Source: an optimization exercise on an open RTL-to-GDS flow (aim: small area, a short achievable clock period and few clock cycles per item). Production flows keep margins and buffers that such runs may drop. The RTL was checked by simulation tests, not by an equivalence proof against the original design. Power figures rest on the tool's default switching activity, not on a simulated workload.

File: design/flow/design.v
`default_nettype none
package sa_pkg;
  function automatic integer row_w(input integer rows);
    row_w = (rows > 1) ? $clog2(rows) : 1;
  endfunction
endpackage
`default_nettype wire
`default_nettype none
module sa_pe
#(
  parameter int DATA_W = 8,
  parameter int ACC_W  = 32
) (
  input  logic              clk,
  input  logic              a_neg,
  input  logic              b_neg,
  input  logic              shift,
  input  logic [DATA_W-1:0] a_in,
  input  logic [DATA_W-1:0] b_in,
  input  logic [ACC_W-1:0]  acc_in,
  output logic [ACC_W-1:0]  acc
);
  logic w_sa;
  logic w_sb;
  logic [ACC_W-1:0] r_acc;
  logic [ACC_W-1:0] w_r0;
  logic [ACC_W-1:0] w_r1;
  logic [ACC_W-1:0] w_sum;
  assign w_sa = a_neg;
  assign w_sb = b_neg;
  logic w_p0;
  logic w_p1;
  logic w_p2;
  logic w_p3;
  logic w_p4;
  logic w_p5;
  logic w_p6;
  logic w_p7;
  logic w_p8;
  logic w_p9;
  logic w_p10;
  logic w_p11;
  logic w_p12;
  logic w_p13;
  logic w_p14;
  logic w_p15;
  logic w_p16;
  logic w_p17;
  logic w_p18;
  logic w_p19;
  logic w_p20;
  logic w_p21;
  logic w_p22;
  logic w_p23;
  logic w_p24;
  logic w_p25;
  logic w_p26;
  logic w_p27;
  logic w_p28;
  logic w_p29;
  logic w_p30;
  logic w_p31;
  logic w_p32;
  logic w_p33;
  logic w_p34;
  logic w_p35;
  logic w_p36;
  logic w_p37;
  logic w_p38;
  logic w_p39;
  logic w_p40;
  logic w_p41;
  logic w_p42;
  logic w_p43;
  logic w_p44;
  logic w_p45;
  logic w_p46;
  logic w_p47;
  logic w_p48;
  logic w_p49;
  logic w_p50;
  logic w_p51;
  logic w_p52;
  logic w_p53;
  logic w_p54;
  logic w_p55;
  logic w_p56;
  logic w_p57;
  logic w_p58;
  logic w_p59;
  logic w_p60;
  logic w_p61;
  logic w_p62;
  logic w_p63;
  logic w_p64;
  logic w_p65;
  logic w_p66;
  logic w_p67;
  logic w_p68;
  logic w_p69;
  logic w_p70;
  logic w_p71;
  logic w_p72;
  logic w_p73;
  logic w_p74;
  logic w_p75;
  logic w_p76;
  logic w_p77;
  logic w_p78;
  logic w_p79;
  logic w_p80;
  logic w_p81;
  logic w_p82;
  logic w_p83;
  logic w_p84;
  logic w_p85;
  logic w_p86;
  logic w_p87;
  logic w_p88;
  logic w_p89;
  logic w_p90;
  logic w_p91;
  logic w_p92;
  logic w_p93;
  logic w_p94;
  logic w_p95;
  logic w_p96;
  logic w_p97;
  logic w_p98;
  logic w_p99;
  logic w_p100;
  logic w_p101;
  logic w_p102;
  logic w_p103;
  logic w_p104;
  logic w_p105;
  logic w_p106;
  logic w_p107;
  logic w_p108;
  logic w_p109;
  logic w_p110;
  logic w_p111;
  logic [17:0] w_s;
  logic [17:0] w_c;
  logic [17:0] r_s;
  logic [17:0] r_c;
  assign w_p0 = (a_in[0] & b_in[6]) ^ (a_in[1] & b_in[5]);
  assign w_p1 = (a_in[0] & b_in[6]) & (a_in[1] & b_in[5]);
  assign w_p2 = (a_in[0] & b_in[7]) ^ (a_in[1] & b_in[6]) ^ (a_in[2] & b_in[5]);
  assign w_p3 = ((a_in[0] & b_in[7]) & (a_in[1] & b_in[6])) | ((a_in[2] & b_in[5]) & ((a_in[0] & b_in[7]) ^ (a_in[1] & b_in[6])));
  assign w_p4 = (a_in[3] & b_in[4]) ^ (a_in[4] & b_in[3]);
  assign w_p5 = (a_in[3] & b_in[4]) & (a_in[4] & b_in[3]);
  assign w_p6 = (a_in[1] & b_in[7]) ^ (a_in[2] & b_in[6]) ^ (a_in[3] & b_in[5]);
  assign w_p7 = ((a_in[1] & b_in[7]) & (a_in[2] & b_in[6])) | ((a_in[3] & b_in[5]) & ((a_in[1] & b_in[7]) ^ (a_in[2] & b_in[6])));
  assign w_p8 = (a_in[4] & b_in[4]) ^ (a_in[5] & b_in[3]) ^ (a_in[6] & b_in[2]);
  assign w_p9 = ((a_in[4] & b_in[4]) & (a_in[5] & b_in[3])) | ((a_in[6] & b_in[2]) & ((a_in[4] & b_in[4]) ^ (a_in[5] & b_in[3])));
  assign w_p10 = (a_in[7] & b_in[1]) ^ ~(w_sa & b_in[0]);
  assign w_p11 = (a_in[7] & b_in[1]) & ~(w_sa & b_in[0]);
  assign w_p12 = (a_in[2] & b_in[7]) ^ (a_in[3] & b_in[6]) ^ (a_in[4] & b_in[5]);
  assign w_p13 = ((a_in[2] & b_in[7]) & (a_in[3] & b_in[6])) | ((a_in[4] & b_in[5]) & ((a_in[2] & b_in[7]) ^ (a_in[3] & b_in[6])));
  assign w_p14 = (a_in[5] & b_in[4]) ^ (a_in[6] & b_in[3]) ^ (a_in[7] & b_in[2]);
  assign w_p15 = ((a_in[5] & b_in[4]) & (a_in[6] & b_in[3])) | ((a_in[7] & b_in[2]) & ((a_in[5] & b_in[4]) ^ (a_in[6] & b_in[3])));
  assign w_p16 = ~(w_sa & b_in[1]) ^ ~(w_sb & a_in[1]) ^ 1'b1;
  assign w_p17 = (~(w_sa & b_in[1]) & ~(w_sb & a_in[1])) | (1'b1 & (~(w_sa & b_in[1]) ^ ~(w_sb & a_in[1])));
  assign w_p18 = (a_in[3] & b_in[7]) ^ (a_in[4] & b_in[6]) ^ (a_in[5] & b_in[5]);
  assign w_p19 = ((a_in[3] & b_in[7]) & (a_in[4] & b_in[6])) | ((a_in[5] & b_in[5]) & ((a_in[3] & b_in[7]) ^ (a_in[4] & b_in[6])));
  assign w_p20 = (a_in[6] & b_in[4]) ^ (a_in[7] & b_in[3]) ^ ~(w_sa & b_in[2]);
  assign w_p21 = ((a_in[6] & b_in[4]) & (a_in[7] & b_in[3])) | (~(w_sa & b_in[2]) & ((a_in[6] & b_in[4]) ^ (a_in[7] & b_in[3])));
  assign w_p22 = (a_in[4] & b_in[7]) ^ (a_in[5] & b_in[6]) ^ (a_in[6] & b_in[5]);
  assign w_p23 = ((a_in[4] & b_in[7]) & (a_in[5] & b_in[6])) | ((a_in[6] & b_in[5]) & ((a_in[4] & b_in[7]) ^ (a_in[5] & b_in[6])));
  assign w_p24 = (a_in[0] & b_in[4]) ^ (a_in[1] & b_in[3]);
  assign w_p25 = (a_in[0] & b_in[4]) & (a_in[1] & b_in[3]);
  assign w_p26 = (a_in[0] & b_in[5]) ^ (a_in[1] & b_in[4]) ^ (a_in[2] & b_in[3]);
  assign w_p27 = ((a_in[0] & b_in[5]) & (a_in[1] & b_in[4])) | ((a_in[2] & b_in[3]) & ((a_in[0] & b_in[5]) ^ (a_in[1] & b_in[4])));
  assign w_p28 = (a_in[3] & b_in[2]) ^ (a_in[4] & b_in[1]);
  assign w_p29 = (a_in[3] & b_in[2]) & (a_in[4] & b_in[1]);
  assign w_p30 = w_p0 ^ (a_in[2] & b_in[4]) ^ (a_in[3] & b_in[3]);
  assign w_p31 = (w_p0 & (a_in[2] & b_in[4])) | ((a_in[3] & b_in[3]) & (w_p0 ^ (a_in[2] & b_in[4])));
  assign w_p32 = (a_in[4] & b_in[2]) ^ (a_in[5] & b_in[1]) ^ (a_in[6] & b_in[0]);
  assign w_p33 = ((a_in[4] & b_in[2]) & (a_in[5] & b_in[1])) | ((a_in[6] & b_in[0]) & ((a_in[4] & b_in[2]) ^ (a_in[5] & b_in[1])));
  assign w_p34 = w_p1 ^ w_p2 ^ w_p4;
  assign w_p35 = (w_p1 & w_p2) | (w_p4 & (w_p1 ^ w_p2));
  assign w_p36 = (a_in[5] & b_in[2]) ^ (a_in[6] & b_in[1]) ^ (a_in[7] & b_in[0]);
  assign w_p37 = ((a_in[5] & b_in[2]) & (a_in[6] & b_in[1])) | ((a_in[7] & b_in[0]) & ((a_in[5] & b_in[2]) ^ (a_in[6] & b_in[1])));
  assign w_p38 = w_p3 ^ w_p5 ^ w_p6;
  assign w_p39 = (w_p3 & w_p5) | (w_p6 & (w_p3 ^ w_p5));
  assign w_p40 = w_p8 ^ w_p10 ^ ~(w_sb & a_in[0]);
  assign w_p41 = (w_p8 & w_p10) | (~(w_sb & a_in[0]) & (w_p8 ^ w_p10));
  assign w_p42 = w_p7 ^ w_p9 ^ w_p11;
  assign w_p43 = (w_p7 & w_p9) | (w_p11 & (w_p7 ^ w_p9));
  assign w_p44 = w_p12 ^ w_p14 ^ w_p16;
  assign w_p45 = (w_p12 & w_p14) | (w_p16 & (w_p12 ^ w_p14));
  assign w_p46 = w_p13 ^ w_p15 ^ w_p17;
  assign w_p47 = (w_p13 & w_p15) | (w_p17 & (w_p13 ^ w_p15));
  assign w_p48 = w_p18 ^ w_p20 ^ ~(w_sb & a_in[2]);
  assign w_p49 = (w_p18 & w_p20) | (~(w_sb & a_in[2]) & (w_p18 ^ w_p20));
  assign w_p50 = w_p19 ^ w_p21 ^ w_p22;
  assign w_p51 = (w_p19 & w_p21) | (w_p22 & (w_p19 ^ w_p21));
  assign w_p52 = (a_in[7] & b_in[4]) ^ ~(w_sa & b_in[3]) ^ ~(w_sb & a_in[3]);
  assign w_p53 = ((a_in[7] & b_in[4]) & ~(w_sa & b_in[3])) | (~(w_sb & a_in[3]) & ((a_in[7] & b_in[4]) ^ ~(w_sa & b_in[3])));
  assign w_p54 = w_p23 ^ (a_in[5] & b_in[7]) ^ (a_in[6] & b_in[6]);
  assign w_p55 = (w_p23 & (a_in[5] & b_in[7])) | ((a_in[6] & b_in[6]) & (w_p23 ^ (a_in[5] & b_in[7])));
  assign w_p56 = (a_in[7] & b_in[5]) ^ ~(w_sa & b_in[4]) ^ ~(w_sb & a_in[4]);
  assign w_p57 = ((a_in[7] & b_in[5]) & ~(w_sa & b_in[4])) | (~(w_sb & a_in[4]) & ((a_in[7] & b_in[5]) ^ ~(w_sa & b_in[4])));
  assign w_p58 = (a_in[6] & b_in[7]) ^ (a_in[7] & b_in[6]) ^ ~(w_sa & b_in[5]);
  assign w_p59 = ((a_in[6] & b_in[7]) & (a_in[7] & b_in[6])) | (~(w_sa & b_in[5]) & ((a_in[6] & b_in[7]) ^ (a_in[7] & b_in[6])));
  assign w_p60 = (a_in[0] & b_in[3]) ^ (a_in[1] & b_in[2]);
  assign w_p61 = (a_in[0] & b_in[3]) & (a_in[1] & b_in[2]);
  assign w_p62 = w_p24 ^ (a_in[2] & b_in[2]) ^ (a_in[3] & b_in[1]);
  assign w_p63 = (w_p24 & (a_in[2] & b_in[2])) | ((a_in[3] & b_in[1]) & (w_p24 ^ (a_in[2] & b_in[2])));
  assign w_p64 = w_p25 ^ w_p26 ^ w_p28;
  assign w_p65 = (w_p25 & w_p26) | (w_p28 & (w_p25 ^ w_p26));
  assign w_p66 = w_p27 ^ w_p29 ^ w_p30;
  assign w_p67 = (w_p27 & w_p29) | (w_p30 & (w_p27 ^ w_p29));
  assign w_p68 = w_p31 ^ w_p33 ^ w_p34;
  assign w_p69 = (w_p31 & w_p33) | (w_p34 & (w_p31 ^ w_p33));
  assign w_p70 = w_p35 ^ w_p37 ^ w_p38;
  assign w_p71 = (w_p35 & w_p37) | (w_p38 & (w_p35 ^ w_p37));
  assign w_p72 = w_p39 ^ w_p41 ^ w_p42;
  assign w_p73 = (w_p39 & w_p41) | (w_p42 & (w_p39 ^ w_p41));
  assign w_p74 = w_p43 ^ w_p45 ^ w_p46;
  assign w_p75 = (w_p43 & w_p45) | (w_p46 & (w_p43 ^ w_p45));
  assign w_p76 = w_p47 ^ w_p49 ^ w_p50;
  assign w_p77 = (w_p47 & w_p49) | (w_p50 & (w_p47 ^ w_p49));
  assign w_p78 = w_p51 ^ w_p53 ^ w_p54;
  assign w_p79 = (w_p51 & w_p53) | (w_p54 & (w_p51 ^ w_p53));
  assign w_p80 = w_p55 ^ w_p57 ^ w_p58;
  assign w_p81 = (w_p55 & w_p57) | (w_p58 & (w_p55 ^ w_p57));
  assign w_p82 = w_p59 ^ (a_in[7] & b_in[7]) ^ ~(w_sa & b_in[6]);
  assign w_p83 = (w_p59 & (a_in[7] & b_in[7])) | (~(w_sa & b_in[6]) & (w_p59 ^ (a_in[7] & b_in[7])));
  assign w_p84 = (a_in[0] & b_in[2]) ^ (a_in[1] & b_in[1]);
  assign w_p85 = (a_in[0] & b_in[2]) & (a_in[1] & b_in[1]);
  assign w_p86 = w_p60 ^ (a_in[2] & b_in[1]) ^ (a_in[3] & b_in[0]);
  assign w_p87 = (w_p60 & (a_in[2] & b_in[1])) | ((a_in[3] & b_in[0]) & (w_p60 ^ (a_in[2] & b_in[1])));
  assign w_p88 = w_p61 ^ w_p62 ^ (a_in[4] & b_in[0]);
  assign w_p89 = (w_p61 & w_p62) | ((a_in[4] & b_in[0]) & (w_p61 ^ w_p62));
  assign w_p90 = w_p63 ^ w_p64 ^ (a_in[5] & b_in[0]);
  assign w_p91 = (w_p63 & w_p64) | ((a_in[5] & b_in[0]) & (w_p63 ^ w_p64));
  assign w_p92 = w_p65 ^ w_p66 ^ w_p32;
  assign w_p93 = (w_p65 & w_p66) | (w_p32 & (w_p65 ^ w_p66));
  assign w_p94 = w_p67 ^ w_p68 ^ w_p36;
  assign w_p95 = (w_p67 & w_p68) | (w_p36 & (w_p67 ^ w_p68));
  assign w_p96 = w_p69 ^ w_p70 ^ w_p40;
  assign w_p97 = (w_p69 & w_p70) | (w_p40 & (w_p69 ^ w_p70));
  assign w_p98 = w_p71 ^ w_p72 ^ w_p44;
  assign w_p99 = (w_p71 & w_p72) | (w_p44 & (w_p71 ^ w_p72));
  assign w_p100 = w_p73 ^ w_p74 ^ w_p48;
  assign w_p101 = (w_p73 & w_p74) | (w_p48 & (w_p73 ^ w_p74));
  assign w_p102 = w_p75 ^ w_p76 ^ w_p52;
  assign w_p103 = (w_p75 & w_p76) | (w_p52 & (w_p75 ^ w_p76));
  assign w_p104 = w_p77 ^ w_p78 ^ w_p56;
  assign w_p105 = (w_p77 & w_p78) | (w_p56 & (w_p77 ^ w_p78));
  assign w_p106 = w_p79 ^ w_p80 ^ ~(w_sb & a_in[5]);
  assign w_p107 = (w_p79 & w_p80) | (~(w_sb & a_in[5]) & (w_p79 ^ w_p80));
  assign w_p108 = w_p81 ^ w_p82 ^ ~(w_sb & a_in[6]);
  assign w_p109 = (w_p81 & w_p82) | (~(w_sb & a_in[6]) & (w_p81 ^ w_p82));
  assign w_p110 = w_p83 ^ ~(w_sa & b_in[7]) ^ ~(w_sb & a_in[7]);
  assign w_p111 = (w_p83 & ~(w_sa & b_in[7])) | (~(w_sb & a_in[7]) & (w_p83 ^ ~(w_sa & b_in[7])));
  assign w_s = {1'b0, w_p111, w_p109, w_p107, w_p105, w_p103, w_p101, w_p99, w_p97, w_p95, w_p93, w_p91, w_p89, w_p87, w_p85, w_p84, (a_in[0] & b_in[1]), (a_in[0] & b_in[0])};
  assign w_c = {1'b0, (w_sa & w_sb), w_p110, w_p108, w_p106, w_p104, w_p102, w_p100, w_p98, w_p96, w_p94, w_p92, w_p90, w_p88, w_p86, (a_in[2] & b_in[0]), (a_in[1] & b_in[0]), 1'b0};
  always_ff @(posedge clk) begin
    r_s <= w_s;
    r_c <= w_c;
  end
  logic w_q0;
  logic w_q1;
  logic w_q2;
  logic w_q3;
  logic w_q4;
  logic w_q5;
  logic w_q6;
  logic w_q7;
  logic w_q8;
  logic w_q9;
  logic w_q10;
  logic w_q11;
  logic w_q12;
  logic w_q13;
  logic w_q14;
  logic w_q15;
  logic w_q16;
  logic w_q17;
  logic w_q18;
  logic w_q19;
  logic w_q20;
  logic w_q21;
  logic w_q22;
  logic w_q23;
  logic w_q24;
  logic w_q25;
  logic w_q26;
  logic w_q27;
  logic w_q28;
  logic w_q29;
  logic w_q30;
  logic w_q31;
  logic w_q32;
  logic w_q33;
  logic w_q34;
  logic w_q35;
  logic w_q36;
  logic w_q37;
  logic w_q38;
  logic w_q39;
  logic w_q40;
  logic w_q41;
  logic w_q42;
  logic w_q43;
  logic w_q44;
  logic w_q45;
  logic w_q46;
  logic w_q47;
  logic w_q48;
  logic w_q49;
  logic w_q50;
  logic w_q51;
  logic w_q52;
  logic w_q53;
  logic w_q54;
  logic w_q55;
  logic w_q56;
  logic w_q57;
  logic w_q58;
  logic w_q59;
  logic w_q60;
  logic w_q61;
  logic w_q62;
  logic w_q63;
  logic w_q64;
  logic w_q65;
  assign w_q0 = r_acc[17] ^ r_s[17];
  assign w_q1 = r_acc[17] & r_s[17];
  assign w_q2 = r_acc[0] ^ r_s[0];
  assign w_q3 = r_acc[0] & r_s[0];
  assign w_q4 = r_acc[1] ^ r_s[1] ^ r_c[1];
  assign w_q5 = (r_acc[1] & r_s[1]) | (r_c[1] & (r_acc[1] ^ r_s[1]));
  assign w_q6 = r_acc[2] ^ r_s[2] ^ r_c[2];
  assign w_q7 = (r_acc[2] & r_s[2]) | (r_c[2] & (r_acc[2] ^ r_s[2]));
  assign w_q8 = r_acc[3] ^ r_s[3] ^ r_c[3];
  assign w_q9 = (r_acc[3] & r_s[3]) | (r_c[3] & (r_acc[3] ^ r_s[3]));
  assign w_q10 = r_acc[4] ^ r_s[4] ^ r_c[4];
  assign w_q11 = (r_acc[4] & r_s[4]) | (r_c[4] & (r_acc[4] ^ r_s[4]));
  assign w_q12 = r_acc[5] ^ r_s[5] ^ r_c[5];
  assign w_q13 = (r_acc[5] & r_s[5]) | (r_c[5] & (r_acc[5] ^ r_s[5]));
  assign w_q14 = r_acc[6] ^ r_s[6] ^ r_c[6];
  assign w_q15 = (r_acc[6] & r_s[6]) | (r_c[6] & (r_acc[6] ^ r_s[6]));
  assign w_q16 = r_acc[7] ^ r_s[7] ^ r_c[7];
  assign w_q17 = (r_acc[7] & r_s[7]) | (r_c[7] & (r_acc[7] ^ r_s[7]));
  assign w_q18 = r_acc[8] ^ r_s[8] ^ r_c[8];
  assign w_q19 = (r_acc[8] & r_s[8]) | (r_c[8] & (r_acc[8] ^ r_s[8]));
  assign w_q20 = r_acc[9] ^ r_s[9] ^ r_c[9];
  assign w_q21 = (r_acc[9] & r_s[9]) | (r_c[9] & (r_acc[9] ^ r_s[9]));
  assign w_q22 = r_acc[10] ^ r_s[10] ^ r_c[10];
  assign w_q23 = (r_acc[10] & r_s[10]) | (r_c[10] & (r_acc[10] ^ r_s[10]));
  assign w_q24 = r_acc[11] ^ r_s[11] ^ r_c[11];
  assign w_q25 = (r_acc[11] & r_s[11]) | (r_c[11] & (r_acc[11] ^ r_s[11]));
  assign w_q26 = r_acc[12] ^ r_s[12] ^ r_c[12];
  assign w_q27 = (r_acc[12] & r_s[12]) | (r_c[12] & (r_acc[12] ^ r_s[12]));
  assign w_q28 = r_acc[13] ^ r_s[13] ^ r_c[13];
  assign w_q29 = (r_acc[13] & r_s[13]) | (r_c[13] & (r_acc[13] ^ r_s[13]));
  assign w_q30 = r_acc[14] ^ r_s[14] ^ r_c[14];
  assign w_q31 = (r_acc[14] & r_s[14]) | (r_c[14] & (r_acc[14] ^ r_s[14]));
  assign w_q32 = r_acc[15] ^ r_s[15] ^ r_c[15];
  assign w_q33 = (r_acc[15] & r_s[15]) | (r_c[15] & (r_acc[15] ^ r_s[15]));
  assign w_q34 = r_acc[16] ^ r_s[16] ^ r_c[16];
  assign w_q35 = (r_acc[16] & r_s[16]) | (r_c[16] & (r_acc[16] ^ r_s[16]));
  assign w_q36 = w_q0 ^ r_c[17] ^ 1'b1;
  assign w_q37 = (w_q0 & r_c[17]) | (1'b1 & (w_q0 ^ r_c[17]));
  assign w_q38 = w_q1 ^ r_acc[18] ^ 1'b1;
  assign w_q39 = (w_q1 & r_acc[18]) | (1'b1 & (w_q1 ^ r_acc[18]));
  assign w_q40 = r_acc[19] ^ 1'b1;
  assign w_q41 = r_acc[19] & 1'b1;
  assign w_q42 = r_acc[20] ^ 1'b1;
  assign w_q43 = r_acc[20] & 1'b1;
  assign w_q44 = r_acc[21] ^ 1'b1;
  assign w_q45 = r_acc[21] & 1'b1;
  assign w_q46 = r_acc[22] ^ 1'b1;
  assign w_q47 = r_acc[22] & 1'b1;
  assign w_q48 = r_acc[23] ^ 1'b1;
  assign w_q49 = r_acc[23] & 1'b1;
  assign w_q50 = r_acc[24] ^ 1'b1;
  assign w_q51 = r_acc[24] & 1'b1;
  assign w_q52 = r_acc[25] ^ 1'b1;
  assign w_q53 = r_acc[25] & 1'b1;
  assign w_q54 = r_acc[26] ^ 1'b1;
  assign w_q55 = r_acc[26] & 1'b1;
  assign w_q56 = r_acc[27] ^ 1'b1;
  assign w_q57 = r_acc[27] & 1'b1;
  assign w_q58 = r_acc[28] ^ 1'b1;
  assign w_q59 = r_acc[28] & 1'b1;
  assign w_q60 = r_acc[29] ^ 1'b1;
  assign w_q61 = r_acc[29] & 1'b1;
  assign w_q62 = r_acc[30] ^ 1'b1;
  assign w_q63 = r_acc[30] & 1'b1;
  assign w_q64 = r_acc[31] ^ 1'b1;
  assign w_q65 = r_acc[31] & 1'b1;
  assign w_r0 = {w_q63, w_q61, w_q59, w_q57, w_q55, w_q53, w_q51, w_q49, w_q47, w_q45, w_q43, w_q41, w_q39, w_q37, w_q35, w_q33, w_q31, w_q29, w_q27, w_q25, w_q23, w_q21, w_q19, w_q17, w_q15, w_q13, w_q11, w_q9, w_q7, w_q5, w_q3, w_q2};
  assign w_r1 = {w_q64, w_q62, w_q60, w_q58, w_q56, w_q54, w_q52, w_q50, w_q48, w_q46, w_q44, w_q42, w_q40, w_q38, w_q36, w_q34, w_q32, w_q30, w_q28, w_q26, w_q24, w_q22, w_q20, w_q18, w_q16, w_q14, w_q12, w_q10, w_q8, w_q6, w_q4, r_c[0]};
  logic [ACC_W-1:0] w_g;
  logic [ACC_W-1:0] w_pp;
  assign w_g  = w_r0 & w_r1;
  assign w_pp = w_r0 ^ w_r1;
  logic w_bg0;
  assign w_bg0 = w_g[1] | (w_pp[1] & w_g[0]);
  logic w_bp0;
  assign w_bp0 = w_pp[1] & w_pp[0];
  logic w_bg1;
  assign w_bg1 = w_g[3] | (w_pp[3] & w_g[2]);
  logic w_bp1;
  assign w_bp1 = w_pp[3] & w_pp[2];
  logic w_bg2;
  assign w_bg2 = w_g[5] | (w_pp[5] & w_g[4]);
  logic w_bp2;
  assign w_bp2 = w_pp[5] & w_pp[4];
  logic w_bg3;
  assign w_bg3 = w_g[7] | (w_pp[7] & w_g[6]);
  logic w_bp3;
  assign w_bp3 = w_pp[7] & w_pp[6];
  logic w_bg4;
  assign w_bg4 = w_g[9] | (w_pp[9] & w_g[8]);
  logic w_bp4;
  assign w_bp4 = w_pp[9] & w_pp[8];
  logic w_bg5;
  assign w_bg5 = w_g[11] | (w_pp[11] & w_g[10]);
  logic w_bp5;
  assign w_bp5 = w_pp[11] & w_pp[10];
  logic w_bg6;
  assign w_bg6 = w_g[13] | (w_pp[13] & w_g[12]);
  logic w_bp6;
  assign w_bp6 = w_pp[13] & w_pp[12];
  logic w_bg7;
  assign w_bg7 = w_g[15] | (w_pp[15] & w_g[14]);
  logic w_bp7;
  assign w_bp7 = w_pp[15] & w_pp[14];
  logic w_bg8;
  assign w_bg8 = w_g[17] | (w_pp[17] & w_g[16]);
  logic w_bp8;
  assign w_bp8 = w_pp[17] & w_pp[16];
  logic w_bg9;
  assign w_bg9 = w_g[19] | (w_pp[19] & w_g[18]);
  logic w_bp9;
  assign w_bp9 = w_pp[19] & w_pp[18];
  logic w_bg10;
  assign w_bg10 = w_g[21] | (w_pp[21] & w_g[20]);
  logic w_bp10;
  assign w_bp10 = w_pp[21] & w_pp[20];
  logic w_bg11;
  assign w_bg11 = w_g[23] | (w_pp[23] & w_g[22]);
  logic w_bp11;
  assign w_bp11 = w_pp[23] & w_pp[22];
  logic w_bg12;
  assign w_bg12 = w_g[25] | (w_pp[25] & w_g[24]);
  logic w_bp12;
  assign w_bp12 = w_pp[25] & w_pp[24];
  logic w_bg13;
  assign w_bg13 = w_g[27] | (w_pp[27] & w_g[26]);
  logic w_bp13;
  assign w_bp13 = w_pp[27] & w_pp[26];
  logic w_bg14;
  assign w_bg14 = w_g[29] | (w_pp[29] & w_g[28]);
  logic w_bp14;
  assign w_bp14 = w_pp[29] & w_pp[28];
  logic w_bg15;
  assign w_bg15 = w_g[31] | (w_pp[31] & w_g[30]);
  logic w_bp15;
  assign w_bp15 = w_pp[31] & w_pp[30];
  logic w_bg16;
  assign w_bg16 = w_bg1 | (w_bp1 & w_bg0);
  logic w_bp16;
  assign w_bp16 = w_bp1 & w_bp0;
  logic w_bg17;
  assign w_bg17 = w_bg3 | (w_bp3 & w_bg2);
  logic w_bp17;
  assign w_bp17 = w_bp3 & w_bp2;
  logic w_bg18;
  assign w_bg18 = w_bg5 | (w_bp5 & w_bg4);
  logic w_bp18;
  assign w_bp18 = w_bp5 & w_bp4;
  logic w_bg19;
  assign w_bg19 = w_bg7 | (w_bp7 & w_bg6);
  logic w_bp19;
  assign w_bp19 = w_bp7 & w_bp6;
  logic w_bg20;
  assign w_bg20 = w_bg9 | (w_bp9 & w_bg8);
  logic w_bp20;
  assign w_bp20 = w_bp9 & w_bp8;
  logic w_bg21;
  assign w_bg21 = w_bg11 | (w_bp11 & w_bg10);
  logic w_bp21;
  assign w_bp21 = w_bp11 & w_bp10;
  logic w_bg22;
  assign w_bg22 = w_bg13 | (w_bp13 & w_bg12);
  logic w_bp22;
  assign w_bp22 = w_bp13 & w_bp12;
  logic w_bg23;
  assign w_bg23 = w_bg15 | (w_bp15 & w_bg14);
  logic w_bp23;
  assign w_bp23 = w_bp15 & w_bp14;
  logic w_bg24;
  assign w_bg24 = w_bg17 | (w_bp17 & w_bg16);
  logic w_bp24;
  assign w_bp24 = w_bp17 & w_bp16;
  logic w_bg25;
  assign w_bg25 = w_bg19 | (w_bp19 & w_bg18);
  logic w_bp25;
  assign w_bp25 = w_bp19 & w_bp18;
  logic w_bg26;
  assign w_bg26 = w_bg21 | (w_bp21 & w_bg20);
  logic w_bp26;
  assign w_bp26 = w_bp21 & w_bp20;
  logic w_bg27;
  assign w_bg27 = w_bg23 | (w_bp23 & w_bg22);
  logic w_bp27;
  assign w_bp27 = w_bp23 & w_bp22;
  logic w_bg28;
  assign w_bg28 = w_bg25 | (w_bp25 & w_bg24);
  logic w_bp28;
  assign w_bp28 = w_bp25 & w_bp24;
  logic w_bg29;
  assign w_bg29 = w_bg27 | (w_bp27 & w_bg26);
  logic w_bp29;
  assign w_bp29 = w_bp27 & w_bp26;
  logic w_bg30;
  assign w_bg30 = w_bg29 | (w_bp29 & w_bg28);
  logic w_bp30;
  assign w_bp30 = w_bp29 & w_bp28;
  logic w_bg31;
  assign w_bg31 = w_bg26 | (w_bp26 & w_bg28);
  logic w_bg32;
  assign w_bg32 = w_bg18 | (w_bp18 & w_bg24);
  logic w_bg33;
  assign w_bg33 = w_bg20 | (w_bp20 & w_bg28);
  logic w_bg34;
  assign w_bg34 = w_bg22 | (w_bp22 & w_bg31);
  logic w_bg35;
  assign w_bg35 = w_bg2 | (w_bp2 & w_bg16);
  logic w_bg36;
  assign w_bg36 = w_bg4 | (w_bp4 & w_bg24);
  logic w_bg37;
  assign w_bg37 = w_bg6 | (w_bp6 & w_bg32);
  logic w_bg38;
  assign w_bg38 = w_bg8 | (w_bp8 & w_bg28);
  logic w_bg39;
  assign w_bg39 = w_bg10 | (w_bp10 & w_bg33);
  logic w_bg40;
  assign w_bg40 = w_bg12 | (w_bp12 & w_bg31);
  logic w_bg41;
  assign w_bg41 = w_bg14 | (w_bp14 & w_bg34);
  logic w_bg42;
  assign w_bg42 = w_g[2] | (w_pp[2] & w_bg0);
  logic w_bg43;
  assign w_bg43 = w_g[4] | (w_pp[4] & w_bg16);
  logic w_bg44;
  assign w_bg44 = w_g[6] | (w_pp[6] & w_bg35);
  logic w_bg45;
  assign w_bg45 = w_g[8] | (w_pp[8] & w_bg24);
  logic w_bg46;
  assign w_bg46 = w_g[10] | (w_pp[10] & w_bg36);
  logic w_bg47;
  assign w_bg47 = w_g[12] | (w_pp[12] & w_bg32);
  logic w_bg48;
  assign w_bg48 = w_g[14] | (w_pp[14] & w_bg37);
  logic w_bg49;
  assign w_bg49 = w_g[16] | (w_pp[16] & w_bg28);
  logic w_bg50;
  assign w_bg50 = w_g[18] | (w_pp[18] & w_bg38);
  logic w_bg51;
  assign w_bg51 = w_g[20] | (w_pp[20] & w_bg33);
  logic w_bg52;
  assign w_bg52 = w_g[22] | (w_pp[22] & w_bg39);
  logic w_bg53;
  assign w_bg53 = w_g[24] | (w_pp[24] & w_bg31);
  logic w_bg54;
  assign w_bg54 = w_g[26] | (w_pp[26] & w_bg40);
  logic w_bg55;
  assign w_bg55 = w_g[28] | (w_pp[28] & w_bg34);
  logic w_bg56;
  assign w_bg56 = w_g[30] | (w_pp[30] & w_bg41);
  assign w_sum = {(w_pp[31] ^ w_bg56), (w_pp[30] ^ w_bg41), (w_pp[29] ^ w_bg55), (w_pp[28] ^ w_bg34), (w_pp[27] ^ w_bg54), (w_pp[26] ^ w_bg40), (w_pp[25] ^ w_bg53), (w_pp[24] ^ w_bg31), (w_pp[23] ^ w_bg52), (w_pp[22] ^ w_bg39), (w_pp[21] ^ w_bg51), (w_pp[20] ^ w_bg33), (w_pp[19] ^ w_bg50), (w_pp[18] ^ w_bg38), (w_pp[17] ^ w_bg49), (w_pp[16] ^ w_bg28), (w_pp[15] ^ w_bg48), (w_pp[14] ^ w_bg37), (w_pp[13] ^ w_bg47), (w_pp[12] ^ w_bg32), (w_pp[11] ^ w_bg46), (w_pp[10] ^ w_bg36), (w_pp[9] ^ w_bg45), (w_pp[8] ^ w_bg24), (w_pp[7] ^ w_bg44), (w_pp[6] ^ w_bg35), (w_pp[5] ^ w_bg43), (w_pp[4] ^ w_bg16), (w_pp[3] ^ w_bg42), (w_pp[2] ^ w_bg0), (w_pp[1] ^ w_g[0]), w_pp[0]};
  always_ff @(posedge clk) begin
    if (shift) r_acc <= acc_in;
    else       r_acc <= w_sum;
  end
  assign acc = r_acc;
endmodule
`default_nettype wire
`default_nettype none
module systolic_array_os_ctrl
#(
  parameter int ROWS   = 4,
  parameter int COLS   = 4,
  parameter int DATA_W = 8,
  parameter int ACC_W  = 32,
  parameter int KLEN_W = 16,
  localparam int OROW_W = (ROWS > 1) ? $clog2(ROWS) : 1
) (
  input  logic                     clk,
  input  logic                     rst_n,
  input  logic                     start,
  input  logic [KLEN_W-1:0]        k_len,
  input  logic                     signed_en,
  output logic                     busy,
  input  logic                     in_valid,
  output logic                     in_ready,
  input  logic [ROWS*DATA_W-1:0]   a_data,
  input  logic [COLS*DATA_W-1:0]   b_data,
  output logic                     out_valid,
  input  logic                     out_ready,
  output logic [OROW_W-1:0]        out_row,
  output logic [COLS*ACC_W-1:0]    out_data,
  output logic                     done
);
  localparam int c_row_w = sa_pkg::row_w(ROWS);
  logic                  r_busy;
  logic                  r_load;
  logic                  r_out;
  logic                  r_done;
  logic                  r_signed;
  logic                  r_dirty;
  logic                  r_wait;
  logic [1:0]            r_zcnt;
  logic [KLEN_W-1:0]     r_rem;
  logic [c_row_w-1:0]    r_row;
  logic                  r_l1;
  logic                  r_l2;
  logic                  w_beat;
  logic                  w_last;
  logic                  w_take;
  logic                  w_shift;
  logic [ROWS*DATA_W-1:0] r_a;
  logic [COLS*DATA_W-1:0] r_b;
  logic [ROWS-1:0]        r_as;
  logic [COLS-1:0]        r_bs;
  logic [ACC_W-1:0]       w_acc [ROWS+1][COLS];
  assign w_beat  = r_load & in_valid;
  assign w_last  = (r_rem == KLEN_W'(1));
  assign w_take  = r_out & out_ready;
  assign w_shift = w_take | r_dirty;
  always_ff @(posedge clk or negedge rst_n) begin
    if (!rst_n) begin
      r_busy   <= 1'b0;
      r_load   <= 1'b0;
      r_out    <= 1'b0;
      r_done   <= 1'b0;
      r_signed <= 1'b0;
      r_dirty  <= 1'b1;
      r_wait   <= 1'b0;
      r_zcnt   <= '0;
      r_rem    <= '0;
      r_row    <= '0;
      r_l1     <= 1'b0;
      r_l2     <= 1'b0;
    end else begin
      r_done <= 1'b0;
      r_l1   <= w_beat & w_last;
      r_l2   <= r_l1;
      if (r_dirty) begin
        r_zcnt <= r_zcnt + 1'b1;
        if (r_zcnt == 2'd3) r_dirty <= 1'b0;
      end
      if (!r_busy) begin
        if (start) begin
          r_busy   <= 1'b1;
          r_signed <= signed_en;
          r_rem    <= k_len;
          if (r_dirty)             r_wait <= 1'b1;
          else if (k_len != '0)    r_load <= 1'b1;
          else                     r_out  <= 1'b1;
        end
      end
      if (r_wait && !r_dirty) begin
        r_wait <= 1'b0;
        if (r_rem != '0) r_load <= 1'b1;
        else             r_out  <= 1'b1;
      end
      if (w_beat) begin
        r_rem <= r_rem - 1'b1;
        if (w_last) r_load <= 1'b0;
      end
      if (r_l2) r_out <= 1'b1;
      if (w_take) begin
        r_row <= r_row + 1'b1;
        if (r_row == c_row_w'(ROWS - 1)) begin
          r_out  <= 1'b0;
          r_busy <= 1'b0;
          r_done <= 1'b1;
        end
      end
    end
  end
  always_ff @(posedge clk) begin
    r_a <= w_beat ? a_data : '0;
    r_b <= w_beat ? b_data : '0;
    for (int i = 0; i < ROWS; i++) r_as[i] <= w_beat & r_signed & a_data[i*DATA_W + DATA_W-1];
    for (int j = 0; j < COLS; j++) r_bs[j] <= w_beat & r_signed & b_data[j*DATA_W + DATA_W-1];
  end
  for (genvar gj = 0; gj < COLS; gj++) begin : g_zero
    assign w_acc[ROWS][gj] = '0;
  end
  for (genvar gi = 0; gi < ROWS; gi++) begin : g_pe_row
    for (genvar gj = 0; gj < COLS; gj++) begin : g_pe_col
      sa_pe #(
        .DATA_W (DATA_W),
        .ACC_W  (ACC_W)
      ) u_pe (
        .clk       (clk),
        .a_neg     (r_as[gi]),
        .b_neg     (r_bs[gj]),
        .shift     (w_shift),
        .a_in      (r_a[gi*DATA_W +: DATA_W]),
        .b_in      (r_b[gj*DATA_W +: DATA_W]),
        .acc_in    (w_acc[gi+1][gj]),
        .acc       (w_acc[gi][gj])
      );
    end
  end
  for (genvar gj = 0; gj < COLS; gj++) begin : g_out
    assign out_data[gj*ACC_W +: ACC_W] = w_acc[0][gj];
  end
  assign busy      = r_busy;
  assign in_ready  = r_load;
  assign out_valid = r_out;
  assign out_row   = r_row;
  assign done      = r_done;
endmodule
`default_nettype wire
File: design/flow/flow/run.sh
#!/bin/bash
# The standard synthesis and layout, with ORFS's timing repair told to aim
# for setup slack beyond the clock period's (the SDC is unchanged). Each
# step's full output goes to a log file in the folder this runs in.
set -euo pipefail
MARGIN=6.6
export SETUP_SLACK_MARGIN=$MARGIN
bash standard.sh synth > synth.log 2>&1
bash standard.sh SETUP_SLACK_MARGIN=$MARGIN finish > layout.log 2>&1
File: design/flow/standard.sh
#!/bin/bash
# synth_recipe.tcl (not shown) runs the flow's synth.tcl, then flattens the netlist and writes it again
# the make line also repeats each setting of config.mk as NAME=value (left out here)
make -C /OpenROAD-flow-scripts/flow DESIGN_CONFIG=/design/flow/config.mk WORK_HOME=/design/flow/orfs CLKGATE_MAP_FILE= SYNTH_SCRIPT=/design/flow/synth_recipe.tcl "${@:-finish}"
File: design/flow/config.mk
export PLATFORM = sky130hd
export DESIGN_NAME = systolic_array_os_ctrl
export DESIGN_NICKNAME = systolic_array_os_ctrl
export VERILOG_FILES = /design/flow/design.v
export SDC_FILE = /design/flow/constraint.sdc
export NUM_CORES = 4
export LEC_CHECK = 0
export CAP_MARGIN = 20
export CORE_MARGIN = 2
export CORE_UTILIZATION = 60
export PLACE_DENSITY = 0.7
export SLEW_MARGIN = 20
File: design/flow/constraint.sdc
create_clock -name core_clock -period 10.0 [get_ports {clk}]
set_input_delay 2.0000 -clock core_clock [delete_from_list [all_inputs] [get_ports {clk}]]
set_output_delay 2.0000 -clock core_clock [all_outputs]
set_load 0.01 [all_outputs]
==> reports/metrics.yaml, run 1 <==
run_status: "timing/DRC/antenna clean"
max_slew.worst_pin.slew_ns: 0.932
firstDrtPassIters: 5
slew_violations: 0
p_leak_nw: 43.5
fin_util: 0.683
tritoncts: "done"
worstHoldStart: "r_l1"
skew_ns: 0.0257
final_design_area_no_fill_um2: 93600
clock-root-buffer: "sky130_fd_sc_hd__clkbuf_16"
fillerInstances: 10354
endpoint_kind: "flip-flop"
ys_types: 73
route.detailed.drc: 0
finalSetupViolations: 0
fp_rows: 136
initial_antenna_violation_count: 9
postPlaceCellArea_um2: 85700
regToRegStartpoint: "g_pe_row[0].g_pe_col[1].u_pe.r_s[4]"
design.portCount: 220
htree_levels: 4
worst_ep_required_time_ns: 10.64
synth.avg_cell_area_um2: 10.0
max_clock_freq_mhz: 283
final_nets: 10341
rsz0062_at_grt: "true"
worstPathMaxFanout: 2
max_slew_margin: 0.379
die_x_um: 375
irDropWorstVdd_mv: 0.172
grt_first_pass_wirelength_mm: 327
synthCells: 8224
netlist.top_cell.by_area: "sky130_fd_sc_hd__fa_1"
layout-drive-gt1-share: 0.127
drtAntennaViolNets: 0
syn_area_um2: 82400
grt_use_total: 0.297
swShare: 0.430
syn_nets: 10186
core_area_um2: 137000
synth_enable_flop_cells: 0
drt_iter0_drc: 3899
power_report.internal_total_mw: 18.4
first_global_vias: 60245
critPathLaunchType: "flip-flop"
fp.dieArea_um2: 140000
synth-seq-cells: 1141
netlist_top_cells_count: "1264 x sky130_fd_sc_hd__fa_1, 1156 x sky130_fd_sc_hd__inv_1, 1112 x sky130_fd_sc_hd__dfxtp_1"
cts_inserted_buffers: 131
wirelength_mm: 207
ys_top_cells_by_area: "sky130_fd_sc_hd__fa_1 31%, sky130_fd_sc_hd__dfxtp_1 27%, sky130_fd_sc_hd__ha_1 9.3%, sky130_fd_sc_hd__and2_1 7.4%, sky130_fd_sc_hd__inv_1 5.3%"
die_height_um: 375
setup-tns-final_ns: 0
path_clk_slew_ns: 0.06
hp-class: "flip-flop to flip-flop"
yosys.area.top_type_share: 0.307
cts.sink_count: 1141
power_frac_clock: 0.155
fin_crit_sh: 0.354
async_flop_share: 0.0254
critPathKind: "flip-flop to flip-flop"
wire_per_inst_um: 20.2
ys_dominant_reg_cell: "sky130_fd_sc_hd__dfxtp_1"
vias_per_cell: 5.55
pwr-share-comb: 0.596
ys.warnings.count: 4
timing.max_cap.violations: 0
grt_overflow: 0
p_sw_mw: 13.9
timing.critical_path.arrival_ns: 4.18
seq_power_share: 0.249
power_density_nw_per_um2: 345
post-route-min-period_ns: 3.54
launch_point_of_the_critical_path: "g_pe_row[0].g_pe_col[1].u_pe.r_s[4]"
ctsHoldBuffers: 0
grt_max_degree: 167
finalWeightedCongestion: 0.871
synthToLayoutAreaGrowth_pct: 13.5
insertion_delay_ns: 0.79
num_vias: 57070
dp_hpwl_mm: 141
clock_tree.buffer_depth: 3
synth-seq-area-share: 0.279
synth_most_common_cell: "sky130_fd_sc_hd__fa_1"
finalHoldViolations: 0
start_util: 0.602
numPortBuffers: 219
per-layer routing:
metal  track usage  routed length, µm  part of all wire  up-vias
li1              -                  -                 -    25845
met1         0.422              90300              0.44    28965
met2         0.465              93700              0.45     1907
met3        0.0581              17000             0.082      351
met4        0.0853               6180             0.030        2
met5             0                  8          0.000039        -
final cells by class:
type | instances | area [µm²] | share of cell area
inverter | 1156 | 4340 | 0.0464
tap | 1794 | 2240 | 0.0240
multi-input combinational | 5526 | 55500 | 0.593
clock inverter | 53 | 734 | 0.00785
antenna | 2 | 5.00 | 0.0000535
sequential | 1141 | 23400 | 0.250
clock buffer | 180 | 3730 | 0.0399
timing repair buffer | 423 | 3660 | 0.0391
registers in the layout, summed over array words and instances, names as in the netlist, 2 cells and up:
signal,flops
r_row,2
r_b,32
g_pe_row.g_pe_col.u_pe.r_acc,512
r_bs,4
r_rem,16
g_pe_row.g_pe_col.u_pe.r_s,272
g_pe_row.g_pe_col.u_pe.r_c,256
r_as,4
r_a,32
r_zcnt,2
through the flow:
step	hold WS [ns]	power, mW	cells	worst slack [ns]
after floorplan	0.331	20.4	8224	6.64
after global placement	0.335	24.1	9910	5.33
after detailed placement	0.348	24.8	9910	5.30
after CTS	0.374	31.0	10212	6.52
after global routing	0.389	35.4	10273	6.30
final	0.370	32.3	10275	6.46
critical path, cell delays in order, from the launching register on:
cell,delay (ns)
sky130_fd_sc_hd__dfxtp_1,0.32
sky130_fd_sc_hd__fa_1,0.56
sky130_fd_sc_hd__ha_4,0.32
sky130_fd_sc_hd__and3_1,0.18
sky130_fd_sc_hd__a41oi_2,0.06
sky130_fd_sc_hd__a31o_4,0.28
sky130_fd_sc_hd__o31a_4,0.38
sky130_fd_sc_hd__buf_12,0.14
sky130_fd_sc_hd__nor4_4,0.24
sky130_fd_sc_hd__o41ai_2,0.12
sky130_fd_sc_hd__fa_2,0.36
sky130_fd_sc_hd__xor2_2,0.18
sky130_fd_sc_hd__xnor2_1,0.17
sky130_fd_sc_hd__o21ai_1,0.07
power groups by stage:
stage          sequential (mW)  clock (mW)  combinational (mW)
2_1_floorplan             7.51           0                12.8
3_5_place_dp              8.05           0                16.8
3_3_place_gp              8.04           0                16.1
5_1_grt                   8.25        5.25                21.9
6_report                  8.03        4.99                19.2
4_1_cts                   8.03        5.07                17.9
cell usage in the layout (no fill, tap or decap), types with 142 or more instances in the layout:
master	netlist	routed
sky130_fd_sc_hd__and2_1	980	978
sky130_fd_sc_hd__fa_1	1264	1213
sky130_fd_sc_hd__nor2_1	379	366
sky130_fd_sc_hd__inv_1	1156	1142
sky130_fd_sc_hd__o21ai_0	289	250
sky130_fd_sc_hd__ha_1	612	554
sky130_fd_sc_hd__a21oi_1	315	287
sky130_fd_sc_hd__nand2_1	813	805
sky130_fd_sc_hd__dfxtp_1	1112	910
sky130_fd_sc_hd__buf_4	60	173
sky130_fd_sc_hd__dfxtp_2	0	142
cell families after synthesis:
group                      after synthesis  share of synthesized area
and+or+nand+nor                       2416                      0.148
DFF                                   1141                      0.279
muxes                                    2                   0.000273
adders and majority gates             1876                      0.400
AOI/OAI and AO/OA                      973                     0.0719
buffers and inverters                 1558                     0.0740
xor gates and xnor gates               258                     0.0274
final timing paths:
check                           cells past startpoint                                endpoint  slack, ns
worst max register to register                     13  g_pe_row[0].g_pe_col[1].u_pe.r_acc[31]       6.46
worst max-delay path                               13  g_pe_row[0].g_pe_col[1].u_pe.r_acc[31]       6.46
min in group asynchronous                           2                                r_rem[9]       1.61
worst min-delay path                                0                                    r_l2       0.37
worst min register to register                      0                                    r_l2       0.37
max in group asynchronous                           2                                 r_dirty       8.07
repair_timing:
| item | 4_1_cts | 5_1_grt |
|---|---|---|
| gates cloned | 2 | 3 |
| pin swaps | 110 | 164 |
| setup endpoints to repair | 486 | 367 |
| setup buffers | 67 | 58 |
| resized for setup | 850 | 317 |
Testbench counts, summed over its fixed seeds: cycles 12,562, jobs 320.
==> run 2, diff against run 1 <==
==> design/flow/flow/run.sh (replaced) <==
#!/bin/bash
# The standard synthesis and layout, with ORFS's timing repair told to aim
# for setup slack beyond the clock period's (the SDC is unchanged). Each
# step's full output goes to a log file in the folder this runs in.
set -euo pipefail
MARGIN=6.7
export SETUP_SLACK_MARGIN=$MARGIN
bash standard.sh synth > synth.log 2>&1
bash standard.sh SETUP_SLACK_MARGIN=$MARGIN finish > layout.log 2>&1
--- a/design/flow/config.mk
+++ b/design/flow/config.mk
@@ -7,6 +7,8 @@
 export LEC_CHECK = 0
 export CAP_MARGIN = 20
 export CORE_MARGIN = 2
-export CORE_UTILIZATION = 60
-export PLACE_DENSITY = 0.7
+export CORE_UTILIZATION = 70
+export CTS_CLUSTER_DIAMETER = 60
+export CTS_CLUSTER_SIZE = 30
+export PLACE_DENSITY = 0.75
 export SLEW_MARGIN = 20
==> run 2 against run 1 <==
Net effect: final area is 0.73% higher; sequential power is essentially flat; die area is 14% lower; power grew 3.9%; count of clock-buffer cells in the layout decreased by 44; worst setup slack better by 0.031 ns; highest routed layer unchanged; clock power shrank 5.6%.
==> reports/metrics.yaml, run 2 <==
synth_enable_flop_cells: 0  # unchanged
fin_crit_sh: 0.351  # -0.00310
grt_first_pass_wirelength_mm: 336  # +2.7%
synth_most_common_cell: "sky130_fd_sc_hd__fa_1"
worstPathMaxFanout: 5  # +3
path_buf_inv: 2  # +1
finalHoldViolations: 0  # unchanged
netlist.top_cell.by_area: "sky130_fd_sc_hd__fa_1"
netlist_top_cells_count: "1264 x sky130_fd_sc_hd__fa_1, 1156 x sky130_fd_sc_hd__inv_1, 1112 x sky130_fd_sc_hd__dfxtp_1"
p_leak_nw: 43.8  # +0.74%
route.detailed.drc: 0  # unchanged
num_vias: 58561  # +2.6%
synth-simple-area-share: 0.148  # unchanged
layout_common_cells: "1184 x sky130_fd_sc_hd__fa_1, 1132 x sky130_fd_sc_hd__inv_1, 975 x sky130_fd_sc_hd__and2_1"
grt_overflow: 0  # unchanged
synthCells: 8224  # unchanged
htree_levels: 3  # -1
yosys.area.top_type_share: 0.307  # unchanged
cp_slowest_cell: "sky130_fd_sc_hd__fa_1"
start_util: 0.708  # +0.106
fillerInstances: 7174  # -31%
post-layout-total-power_mw: 33.5  # +3.9%
skew_ns: 0.0580  # +0.0323 ns
grt_max_degree: 119  # -29%
synth-adder-area-share: 0.400  # unchanged
vias_per_cell: 5.82  # +4.8%
r2r_cells: 14  # +1
firstDrtPassIters: 6  # +1
dpl_worst_slack_ns: 5.19  # -0.105 ns
slew_violations: 0  # unchanged
cts_inserted_buffers: 116  # -11%
largest_reg_flops: 512  # unchanged
drtAntennaViolNets: 0  # unchanged
wire_per_inst_um: 21.3  # +5.8%
post-route-min-period_ns: 3.51  # -0.0310 ns
dp_hpwl_mm: 139  # -1.4%
max_slew.worst_pin.slew_ns: 0.946  # +0.0148 ns
critPathLaunchType: "flip-flop"
critPathKind: "flip-flop to flip-flop"
multi_input_comb_area_um2: 56200  # +1.4%
synth-seq-cells: 1141  # unchanged
run_status: "timing/DRC/antenna clean"
path_clk_slew_ns: 0.08  # +0.02 ns
slowest_cell_delay_on_critical_path_ns: 0.55  # about the same
timing.critical_path.arrival_ns: 4.12  # -0.06 ns
irDropWorstVdd_mv: 0.222  # +29%
path_cells: "inv_1 -> fa_1 -> inv_2 -> ha_4 -> and4_4 -> nor2b_4 -> o2111ai_4 -> a32o_2 -> nor4_4 -> o41ai_4 -> fa_2 -> xor2_2 -> xnor2_1 -> nor2_1"
largest_registers: "g_pe_row.g_pe_col.u_pe.r_acc: 512 flops, g_pe_row.g_pe_col.u_pe.r_s: 272 flops, g_pe_row.g_pe_col.u_pe.r_c: 256 flops"
holdPathStages: 0  # unchanged
finalSetupViolations: 0  # unchanged
dominant_combinational_cell_family_by_area_after_synthesis: "adder cells"
grt_use_total: 0.357  # +0.0600
finalWeightedCongestion: 0.881  # +1.2%
hp-class: "flip-flop to flip-flop"
fp.dieArea_um2: 121000  # -14%
async_flop_share: 0.0254  # unchanged
timing.max_cap.violations: 0  # unchanged
die_height_um: 347  # -7.3%
regArea_um2: 23500  # +0.28%
core_area_um2: 117000  # -15%
final_nets: 10393  # +0.50%
insertion_delay_ns: 0.77  # -0.02 ns
ys_dominant_reg_cell: "sky130_fd_sc_hd__dfxtp_1"
max_slew_margin: 0.369  # -0.00985
layout-drive-gt1-share: 0.152  # +0.0253
endpoint_kind: "flip-flop"
timing.final.ws_setup_ns: 6.49  # +0.0310 ns
max_clock_freq_mhz: 285  # +0.88%
fin_util: 0.809  # +0.126
tritoncts: "done"
ys_top_cells_by_area: "sky130_fd_sc_hd__fa_1 31%, sky130_fd_sc_hd__dfxtp_1 27%, sky130_fd_sc_hd__ha_1 9.3%, sky130_fd_sc_hd__and2_1 7.4%, sky130_fd_sc_hd__inv_1 5.3%"
synth-xor-area-share: 0.0274  # unchanged
setup-tns-final_ns: 0  # unchanged
worst-path-stages: 14  # +1
cpLargestDelayFamily: "adder cells"
ys.warnings.count: 4  # unchanged
worst_ep_required_time_ns: 10.61  # -0.03 ns
syn_area_um2: 82400  # unchanged
fp_rows: 125  # -8.1%
first_global_vias: 62533  # +3.8%
yosys-mux-area-fraction: 0.000273  # unchanged
design.portCount: 220  # unchanged
cts.sink_count: 1141  # unchanged
clock_tree.buffer_depth: 3  # unchanged
power_density_nw_per_um2: 356  # +3.1%
final_common_cell: "sky130_fd_sc_hd__fa_1"
initial_antenna_violation_count: 7  # -2
synth.avg_cell_area_um2: 10.0  # unchanged
drt_iter0_drc: 4246  # +8.9%
rsz0062_at_grt: "true"
synth-compound-area-share: 0.0719  # unchanged
synthToLayoutAreaGrowth_pct: 14.3
wirelength_mm: 215  # +3.6%
clock-root-buffer: "sky130_fd_sc_hd__clkbuf_16"
syn_nets: 10186  # unchanged
ys_types: 73  # unchanged
numPortBuffers: 219  # unchanged
largest_register: "g_pe_row.g_pe_col.u_pe.r_acc"
synth-seq-area-share: 0.279  # unchanged
die_x_um: 347  # -7.3%
==> run 2: changes by cell type in the layout (fill, tap and decap cells not counted), sizes merged <==
cell,change
bufinv,-8
inv,+38
bufbuf,+1
clkinv,-2
diode,-1
nand2b,+1
clkdlybuf4s15,-48
clkbuf,-44
clkinvlp,+3
buf,+113
==> run 2: power breakdown <==
part           internal [mW]  switching, mW  total (mW)
Combinational           9.65           11.1        20.8
Sequential              6.54           1.47        8.01
Clock                   2.46           2.25        4.71
Total                   18.7           14.9        33.5
==> run 2: area by class of cell <==
type / instances / share of cell area
Sequential cell: 1141 / 0.249
Antenna cell: 1 / 0.0000265
Clock buffer: 136 / 0.0329
Timing Repair Buffer: 489 / 0.0439
Clock inverter: 84 / 0.0117
Inverter: 1156 / 0.0461
Tap cell: 1524 / 0.0202
Multi-Input combinational cell: 5527 / 0.596
==> run 2: cells by family (layout without fill, tap and decap cells) <==
family / after synthesis / in the layout
xor gates and xnor gates: 258 / 258
muxes: 2 / 2
other: 0 / 1
buffers and inverters: 1558 / 1865
and+or+nand+nor: 2416 / 2418
adders and majority gates: 1876 / 1876
AOI/OAI and AO/OA: 973 / 973
DFF: 1141 / 1141
==> run 2: final timing paths <==
kind                                                       from                                     end  slack (ns)
min in group asynchronous                                 rst_n                                r_rem[4]        1.65
hold / removal                                             r_l1                                    r_l2        0.36
max in group asynchronous                                 rst_n                                 r_dirty        8.04
setup reg to reg           g_pe_row[3].g_pe_col[2].u_pe.r_s[14]  g_pe_row[3].g_pe_col[2].u_pe.r_acc[31]        6.49
hold reg to reg                                            r_l1                                    r_l2        0.36
setup / recovery           g_pe_row[3].g_pe_col[2].u_pe.r_s[14]  g_pe_row[3].g_pe_col[2].u_pe.r_acc[31]        6.49
==> run 2: timing repair <==
action	in CTS	in global routing
pin swaps	184	263
buffers inserted	115	74
cloned	7	3
hold buffers	0	0
endpoints found under the setup margin	656	421
gates resized for setup	1096	370
==> run 2: through the flow <==
step / instance area [µm²] / cells / hold slack, ns
after floorplan: 82400 / 8224 / 0.331
after global placement: 85400 / 9638 / 0.339
after detailed placement: 85400 / 9638 / 0.341
after CTS: 92100 / 9980 / 0.357
after global routing: 94300 / 10057 / 0.382
final: 94300 / 10058 / 0.356
==> run 2: routing by layer <==
layer	up-vias	global-route usage	share of wire
met5	-	0	0.000061
met4	2	0.114	0.035
met3	449	0.0827	0.098
met2	2379	0.580	0.47
met1	29750	0.477	0.40
li1	25981	-	-
==> run 2: worst register-to-register path: stages (launching register included) <==
cell,delay (ns)
sky130_fd_sc_hd__dfxtp_1,0.31
sky130_fd_sc_hd__inv_1,0.05
sky130_fd_sc_hd__fa_1,0.55
sky130_fd_sc_hd__inv_2,0.06
sky130_fd_sc_hd__ha_4,0.27
sky130_fd_sc_hd__and4_4,0.24
sky130_fd_sc_hd__nor2b_4,0.16
sky130_fd_sc_hd__o2111ai_4,0.16
sky130_fd_sc_hd__a32o_2,0.41
sky130_fd_sc_hd__nor4_4,0.26
sky130_fd_sc_hd__o41ai_4,0.14
sky130_fd_sc_hd__fa_2,0.43
sky130_fd_sc_hd__xor2_2,0.16
sky130_fd_sc_hd__xnor2_1,0.13
sky130_fd_sc_hd__nor2_1,0.05

re-timing with driven ports:
In the flow no input, the clock included, has a driving cell. The finished layouts below were timed again as built, in two steps. Step 1 assumes that a clkbuf_16 drives the clock port and a buf_2 every other input. Step 2 also shifts input and output timing later by t, the mid clock arrival at the registers, as if the neighbouring blocks saw the same clock. Three values: no drivers, after step 1, after step 2; two values: the first two.
| run | t (ns) | slack for setup (ns) | pins driven straight from the clock port |
|---|---|---|---|
| run 1 | 0.860 | 6.461 / 6.461 / 5.871 | 1 |
| run 2 | 0.820 | 6.492 / 6.492 / 5.939 | 1 |
After both steps every run listed still meets setup and hold. For run 1, which loses most, drivers alone change the setup slack by 0.000 ns; drivers and shift together by -0.590 ns.
